What follows belongs to an exercise in optimizing a design on an open flow for small area, a short achievable clock period and few clock cycles; a production flow would make more cautious choices.
In this exercise RTL edits were held to simulation tests only and were not proved equivalent to the original.
No activity file was given, so power comes from the tool's default toggle rates.

Setup of run A:
Design mpls_proc, start of the top module:
module mpls_proc (
   input  logic                   clk,
   input  logic                   reset,
   input  logic [8+64-1:0]  in_word,     
   input  logic                   in_wr,
   output logic                   in_rdy,
   output logic [8+64-1:0]  out_word,    
   output logic                   out_wr,
   input  logic                   out_rdy,
   input  logic [48-1:0]      bram_dst_mac,
   input  logic [72-1:0] mplsword,
   input  logic                   unicast_out,
   input  logic [7:0]             ttl_stat_out
);
Size in the first run: ~280 I/O pins, about 71000 sq um of cells after synthesis.
clock: 5.0 ns
lec_check: 0
cap_margin: 20
core_margin: 2
core_utilization: 70
cts_cluster_diameter: 100
cts_cluster_size: 25
place_density: 0.8
setup_slack_margin: 2.95
slew_margin: 20
standard.sh (not shown) runs the stock make flow with config.mk's settings and CLKGATE_MAP_FILE= SYNTH_SCRIPT=/design/flow/synth_recipe.tcl, a recipe that flattens the netlist after the stock synthesis.
==> flow/flow/run.sh <==
#!/bin/bash
# The standard layout, with the ports buffered by plain buffers (sky130_fd_sc_hd__buf_2)
# instead of the delay cells buffer_ports picks by itself; the timing repair can then size
# them like any other buffer.
set -euo pipefail
export BUFFER_PORTS_ARGS="-buffer_cell sky130_fd_sc_hd__buf_2"
bash standard.sh > standard.log 2>&1
Testbench counts of run A, summed over its fixed seeds: cycles 27,614.
Setup changes, run A to run B
Settings: SETUP_SLACK_MARGIN: 2.95 -> 2.85; PLACE_DENSITY: 0.8 -> 0.7; CORE_UTILIZATION: 70 -> 55.
==> flow/run.sh (new file) <==
#!/bin/bash
# synth_recipe.tcl (not shown) runs the flow's synth.tcl, then flattens the netlist and writes it again
# the make line also repeats each setting of config.mk as NAME=value (left out here)
make -C /OpenROAD-flow-scripts/flow DESIGN_CONFIG=/design/flow/config.mk WORK_HOME=/design/flow/orfs CLKGATE_MAP_FILE= SYNTH_SCRIPT=/design/flow/synth_recipe.tcl finish
removed: flow/flow/run.sh
removed: flow/standard.sh
--- outcome ---
Run B vs run A — final area rose 2.4%.
Number of diodes added for antenna fixing | run B below run A
Run A and run B ended up with roughly the same worst hold margin.
Relative to run A, final weighted congestion of routability-driven global placement has decreased by about 7% in run B.
Between run A and run B, the flow reports clock-buffer cell count decreasing slightly.
Looking only at via count, and setting everything else aside, the higher value of run B and run A goes to run A.
Run A -> run B: area taken by flip-flops and latches flat
Routed length on met2 on run B is up relative to run A.
Run B has clock share of power above what run A had.
Number of gates given a new drive strength after cts up about 160% in run B wrt run A
Input changes introduced in run C (baseline for comparison: run B):
Settings: CORE_UTILIZATION now 70, was 55; PLACE_DENSITY now 0.8, was 0.7.
==> flow/flow/run.sh (new file) <==
#!/bin/bash
# The standard layout, with the ports buffered by plain buffers (sky130_fd_sc_hd__buf_2)
# instead of the delay cells buffer_ports picks by itself; the timing repair can then size
# them like any other buffer.
set -euo pipefail
export BUFFER_PORTS_ARGS="-buffer_cell sky130_fd_sc_hd__buf_2"
bash standard.sh > standard.log 2>&1
==> flow/standard.sh (new file) <==
#!/bin/bash
# synth_recipe.tcl (not shown) runs the flow's synth.tcl, then flattens the netlist and writes it again
# the make line also repeats each setting of config.mk as NAME=value (left out here)
make -C /OpenROAD-flow-scripts/flow DESIGN_CONFIG=/design/flow/config.mk WORK_HOME=/design/flow/orfs CLKGATE_MAP_FILE= SYNTH_SCRIPT=/design/flow/synth_recipe.tcl "${@:-finish}"
removed: flow/run.sh
==> comparison <==
Run C — routed wire length 3.4% lower, run B as reference. The area growth from synthesis to final layout of run C falls short of that of run B by 2.6 points. When the final numbers for run B and run C were put side by side, the maximum achievable frequency turned out to be smaller in run B. What run B reported for total of fill cells in the finished design has to be multiplied by 0.65 to get the figure for run C.
--- input diff run C..run D ---
Settings: swapping 0.8 for 0.88 in PLACE_DENSITY; swapping 70 for 80 in CORE_UTILIZATION.
Notes after the runs:
- Run D has die area below what run C had.
- | relative area of clock buffers and inverters in the final design | run D vs run C | ≈ equal |
- Comparing run C and run D, the higher setup slack after placement is on run C.
- On non-clock buffer count: run D sits above run C.
- Re number of fillers in the final layout: run C and run D aren't equal, and the higher value belongs to run C.
- Looking at last element of the critical path, the out_word[70] result is from run C; the out_d[5] one comes from run D.
- Row data arrival time at the worst-slack endpoint: run D higher / run C lower
- Number of cells on the critical path is higher on run D
- Placed wire-length estimate in run D is 0.49% above run C.
Edits applied to the flow inputs when going from run D to run E:
Settings: CTS_CLUSTER_SIZE: 25 -> 30; PLACE_DENSITY: 0.88 -> 0.8; CORE_UTILIZATION: 80 -> 70; SETUP_SLACK_MARGIN: 2.85 -> 2.95.
Notes after the runs:
Run E reached the final stage; the timing, design-rule and antenna checks on its layout passed. Against run D, run E reports a diode insertion count for antenna repair that is lower. Taking run D as the reference, in run E routed wire length decreased 18 mm; core utilization fell by 11 points. Sort run D and run E by hold slack asc -> top: run D. Between run E and run D, it is run E whose first-pass GRT wire length is lower, by 11 mm.

---

mpls_proc, a different RTL version from the one above (not shown whole).
For scale: roughly 7000 cells after synthesis, ~2000 flip-flops, ~280 I/O pins, roughly 70000 sq um of cells after synthesis.
// mpls_proc
module mpls_proc (
   input  logic                   clk,
   input  logic                   reset,
   input  logic [8+64-1:0]  in_word,     
   input  logic                   in_wr,
   output logic                   in_rdy,
   output logic [8+64-1:0]  out_word,    
   output logic                   out_wr,
   input  logic                   out_rdy,
   input  logic [48-1:0]      bram_dst_mac,
   input  logic [72-1:0] mplsword,
   input  logic                   unicast_out,
   input  logic [7:0]             ttl_stat_out
);
   localparam int DEPTH = 29;           
   localparam int AW    = 5;
   logic [2:0]  widx;                   
   logic        mpls_q;                 
   logic [7:0]  in_ctrl;
   logic        in_end;
   logic        cpu;
   logic        swp;
   logic        mpls_now;
   logic [63:0] ed;
   assign in_ctrl  = in_word[71:64];
   assign in_end   = (in_ctrl != 8'h00) && (in_ctrl != 8'hff);
   assign cpu      = !unicast_out || (ttl_stat_out <= 8'd1);
   assign swp      = (mplsword[71:68] == 4'd1);
   assign mpls_now = (in_word[31:16] == 16'h8847);
   always_comb begin
      ed = in_word[63:0];
      if (widx == 3'd0) begin
         if (cpu) ed[55:48] = 8'h01 << (in_word[18:16] + 3'd1);
         else     ed[55:48] = 8'h01 << mplsword[60:58];
      end
  ...
clock: 5.0 ns
lec_check: 0
cap_margin: 20
core_margin: 2
core_utilization: 55
place_density: 0.7
setup_slack_margin: 2.4
slew_margin: 20
run.sh (not shown) runs the stock make flow with config.mk's settings and CLKGATE_MAP_FILE= SYNTH_SCRIPT=/design/flow/synth_recipe.tcl, a recipe that flattens the netlist after the stock synthesis.
Stock flow here: none of the scripts above is used.
The baseline went through all stages and came out clean.
Testbench counts at the start, summed over its fixed seeds: cycles 27,614.
Change:
SETUP_SLACK_MARGIN = 2.8   (was 2.4)
Result:
- This time the run aborted during global routing (5_1_grt) (GRT-0232)
- area after synthesis stays the same
- synthesized cell count stays the same
Change:
CORE_UTILIZATION = 40   (was 55)
PLACE_DENSITY = default   (was 0.7)
SETUP_SLACK_MARGIN = default   (was 2.8)
=>
- With this change the flow finished clean
- area after synthesis does not change
- synthesized cell count does not change

---

The RTL this note starts from:
==> flow/design.v <==
`default_nettype none
`default_nettype wire
`default_nettype none
package mpls_pkg;
   typedef struct packed {
      logic [8-1:0] ctrl;
      logic [64-1:0] data;
   } pkt_word_t;
   typedef struct packed {
      logic       unicast;    
      logic [7:0] dst_port;   
   } route_t;
   typedef struct packed {
      logic [3:0]  cmd;
      logic [19:0] swap_label;
      logic [2:0]  out_port;
   } mpls_cmd_t;
   function automatic mpls_cmd_t decode_cmd(input logic [72-1:0] word);
      decode_cmd = {word[71:68], word[49:30], word[60:58]};   
   endfunction
endpackage
`default_nettype wire
`timescale 1ns/1ps
`default_nettype none
module mpls_proc (
   input  logic                   clk,
   input  logic                   reset,
   input  logic [8+64-1:0]  in_word,     
   input  logic                   in_wr,
   output logic                   in_rdy,
   output logic [8+64-1:0]  out_word,    
   output logic                   out_wr,
   input  logic                   out_rdy,
   input  logic [48-1:0]      bram_dst_mac,
   input  logic [72-1:0] mplsword,
   input  logic                   unicast_out,
   input  logic [7:0]             ttl_stat_out
);
   localparam int DEPTH = 29;           
   logic [63:0]    q [0:DEPTH];         
   logic [DEPTH:0] oh;                  
   logic           hv;                  
   logic           owr;
   logic           frd;                 
   logic           ld_o;                
   logic           hold_o;              
   logic           rdy_q;
   logic           end_in;              
   logic [7:0]     endc;
   logic [63:0]    out_d;
   logic [7:0]     out_c;
   logic [7:0]     in_ctrl;
   logic           in_end;
   logic           fempty;
   logic           hfree;
   logic           fwr;
   logic           hv_n;
   logic           owr_n;
   logic [DEPTH:0] oh_n;
   logic           last_rd;
   logic           head_end;
   assign in_ctrl  = in_word[71:64];
   assign in_end   = (in_ctrl != 8'h00) && (in_ctrl != 8'hff);
   assign fempty   = oh[0];
   assign hfree    = !hv || owr;
   assign fwr      = in_wr && !(hfree && fempty);
   assign hv_n     = hfree ? (!fempty || in_wr) : 1'b1;
   assign owr_n    = out_rdy && hv_n;
   assign last_rd  = end_in && oh[1];
   assign head_end = fempty ? in_end : last_rd;
   always_comb begin
      oh_n = oh;
      if (fwr && !frd) oh_n = {oh[DEPTH-1:0], 1'b0};
      if (!fwr && frd) oh_n = {1'b0, oh[DEPTH:1]};
   end
   assign q[DEPTH] = '0;
   for (genvar i = 0; i < DEPTH; i++) begin : g_q
      logic ld, sh, hd;
      assign ld = frd ? oh[i+1] : oh[i];
      assign sh = frd && !ld;
      assign hd = !frd && !ld;
      always_ff @(posedge clk) begin
         q[i] <= ({64{sh}} & q[i+1]) | ({64{ld}} & ~in_word[63:0]) | ({64{hd}} & q[i]);
      end
   end
   always_ff @(posedge clk) begin
      if (reset) begin
         oh      <= (DEPTH+1)'(1);
         hv      <= 1'b0;
         owr     <= 1'b0;
         frd     <= 1'b0;
         ld_o    <= 1'b1;
         hold_o  <= 1'b0;
         rdy_q   <= 1'b1;
         end_in  <= 1'b0;
      end else begin
         oh     <= oh_n;
         hv     <= hv_n;
         owr    <= owr_n;
         frd    <= (!hv_n || owr_n) && !oh_n[0];
         ld_o   <= !hv_n || owr_n;
         hold_o <= hv_n && !owr_n;
         rdy_q  <= !(hv_n && oh_n[DEPTH]);
         if (fwr && in_end) end_in <= 1'b1;
         else if (frd && last_rd) end_in <= 1'b0;
      end
   end
   always_ff @(posedge clk) begin
      if (fwr && in_end) endc <= in_ctrl;
   end
   logic [3:0]  ridx;                   
   logic        past3;                  
   logic        uni_q;                  
   logic        mpls_q;                 
   logic        cpu;
   logic        swp;
   logic        mpls_now;
   logic [63:0] src;
   logic [63:0] ed;
   assign src      = fempty ? in_word[63:0] : ~q[0];    
   assign cpu      = !unicast_out || (ttl_stat_out <= 8'd1);
   assign swp      = (mplsword[71:68] == 4'd1);
   assign mpls_now = fempty ? (in_word[31:16] == 16'h8847) : (q[0][31:16] == ~16'h8847);
   always_comb begin
      ed = src;
      if (ridx[0]) begin
         if (cpu) ed[55:48] = 8'h01 << (src[18:16] + 3'd1);
         else     ed[55:48] = 8'h01 << mplsword[60:58];
      end
      if (uni_q && ridx[1]) begin
         ed[63:16] = bram_dst_mac;
      end
      if (uni_q && ridx[2] && mpls_now && swp) begin
         ed[15:0] = mplsword[49:34];
      end
      if (uni_q && ridx[3] && !past3 && mpls_q) begin
         if (swp) ed[63:60] = mplsword[33:30];
         ed[55:48] = src[55:48] - 8'd1;
      end
   end
   always_ff @(posedge clk) begin
      if (reset) begin
         ridx  <= 4'b0001;
         past3 <= 1'b0;
      end else if (hfree && hv_n) begin
         if (head_end) begin
            ridx  <= 4'b0001;
            past3 <= 1'b0;
         end else if (ridx[3]) begin
            past3 <= 1'b1;
         end else begin
            ridx  <= {ridx[2:0], 1'b0};
         end
      end
   end
   always_ff @(posedge clk) begin
      if (hfree && hv_n && ridx[0]) uni_q  <= !cpu;
      if (hfree && hv_n && ridx[2]) mpls_q <= mpls_now;
   end
   logic [7:0] nxt_c;
   assign nxt_c = fempty ? in_ctrl : (ridx[0] ? 8'hff : (last_rd ? endc : 8'h00));
   always_ff @(posedge clk) begin
      out_d <= ({64{ld_o}} & ed) | ({64{hold_o}} & out_d);
      out_c <= ({8{ld_o}} & nxt_c) | ({8{hold_o}} & out_c);
   end
   assign out_word = {out_c, out_d};
   assign out_wr   = owr;
   assign in_rdy   = rdy_q;
endmodule
`default_nettype wire
make LEC_CHECK=0 CAP_MARGIN=20 CORE_MARGIN=2 CORE_UTILIZATION=55 CTS_CLUSTER_DIAMETER=100 CTS_CLUSTER_SIZE=25 PLACE_DENSITY=0.7 SETUP_SLACK_MARGIN=2.6 SLEW_MARGIN=20 finish   # period 5.0 ns
The first run completed with no timing, DRC or antenna violations.
Testbench counts at the start, summed over its fixed seeds: cycles 27,614.
Rerun with:
Settings changed: SETUP_SLACK_MARGIN 2.6 to 3.0.
Total power is higher by a few percent.
Hold slack stays flat.
Synthesized cell count does not change.
Sequential share of layout area went down by 2.1 points.
Global-route usage rose by 1.4 points.
Utilization goes up by 2.6 points.
Cell count came out higher slightly.
Register-to-register slack is better by 0.21 ns.

==> re-timing with driven ports <==
The flow's constraints put no driver on any port. The routed layouts listed below were extracted and timed again, unchanged, in two steps.
Step 1 sets driving cells, clkbuf_16 on the clock port and buf_2 on the other inputs (assumed; they add their load-dependent delay and slew).
Step 2 also shifts input and output timing later by t, the mid clock arrival at the registers, as if the neighbouring blocks saw the same clock.
a / b / c = no drivers / after step 1 / after step 2; a / b = the first two.
run | t, ns | slack for setup (ns) | latest minus earliest clock arrival (ns) | worst slew at a driven data input, ns | cell pins on the clock port's net
run A | 0.760 | 2.805 / 2.735 / 2.142 | 0.023 / 0.023 | 0.11 | 1
run B | 0.767 | 2.810 / 2.739 / 2.140 | 0.031 / 0.030 | 0.11 | 1
run C | 0.762 | 2.828 / 2.756 / 2.109 | 0.026 / 0.025 | 0.12 | 1
run D | 0.752 | 2.722 / 2.725 / 1.987 | 0.035 / 0.035 | 0.13 | 1
run E | 0.758 | 2.802 / 2.753 / 2.120 | 0.028 / 0.027 | 0.13 | 1
the first run of note 2 | 0.886 | 2.300 / 2.350 / 1.464 | 0.032 / 0.032 | 0.11 | 1
the third run of note 2 | 0.905 | 1.354 / 1.354 / 0.647 | 0.031 / 0.031 | 0.07 | 1
the first run of note 3 | 0.769 | 2.589 / 2.589 / 1.865 | 0.028 / 0.028 | 0.10 | 1
the second run of note 3 | 0.769 | 2.758 / 2.686 / 2.216 | 0.041 / 0.042 | 0.11 | 1
After both steps setup and hold are still met in every run listed. The setup slack of the first run of note 2, which loses most, moves by +0.050 ns with the drivers and by -0.836 ns with both steps.
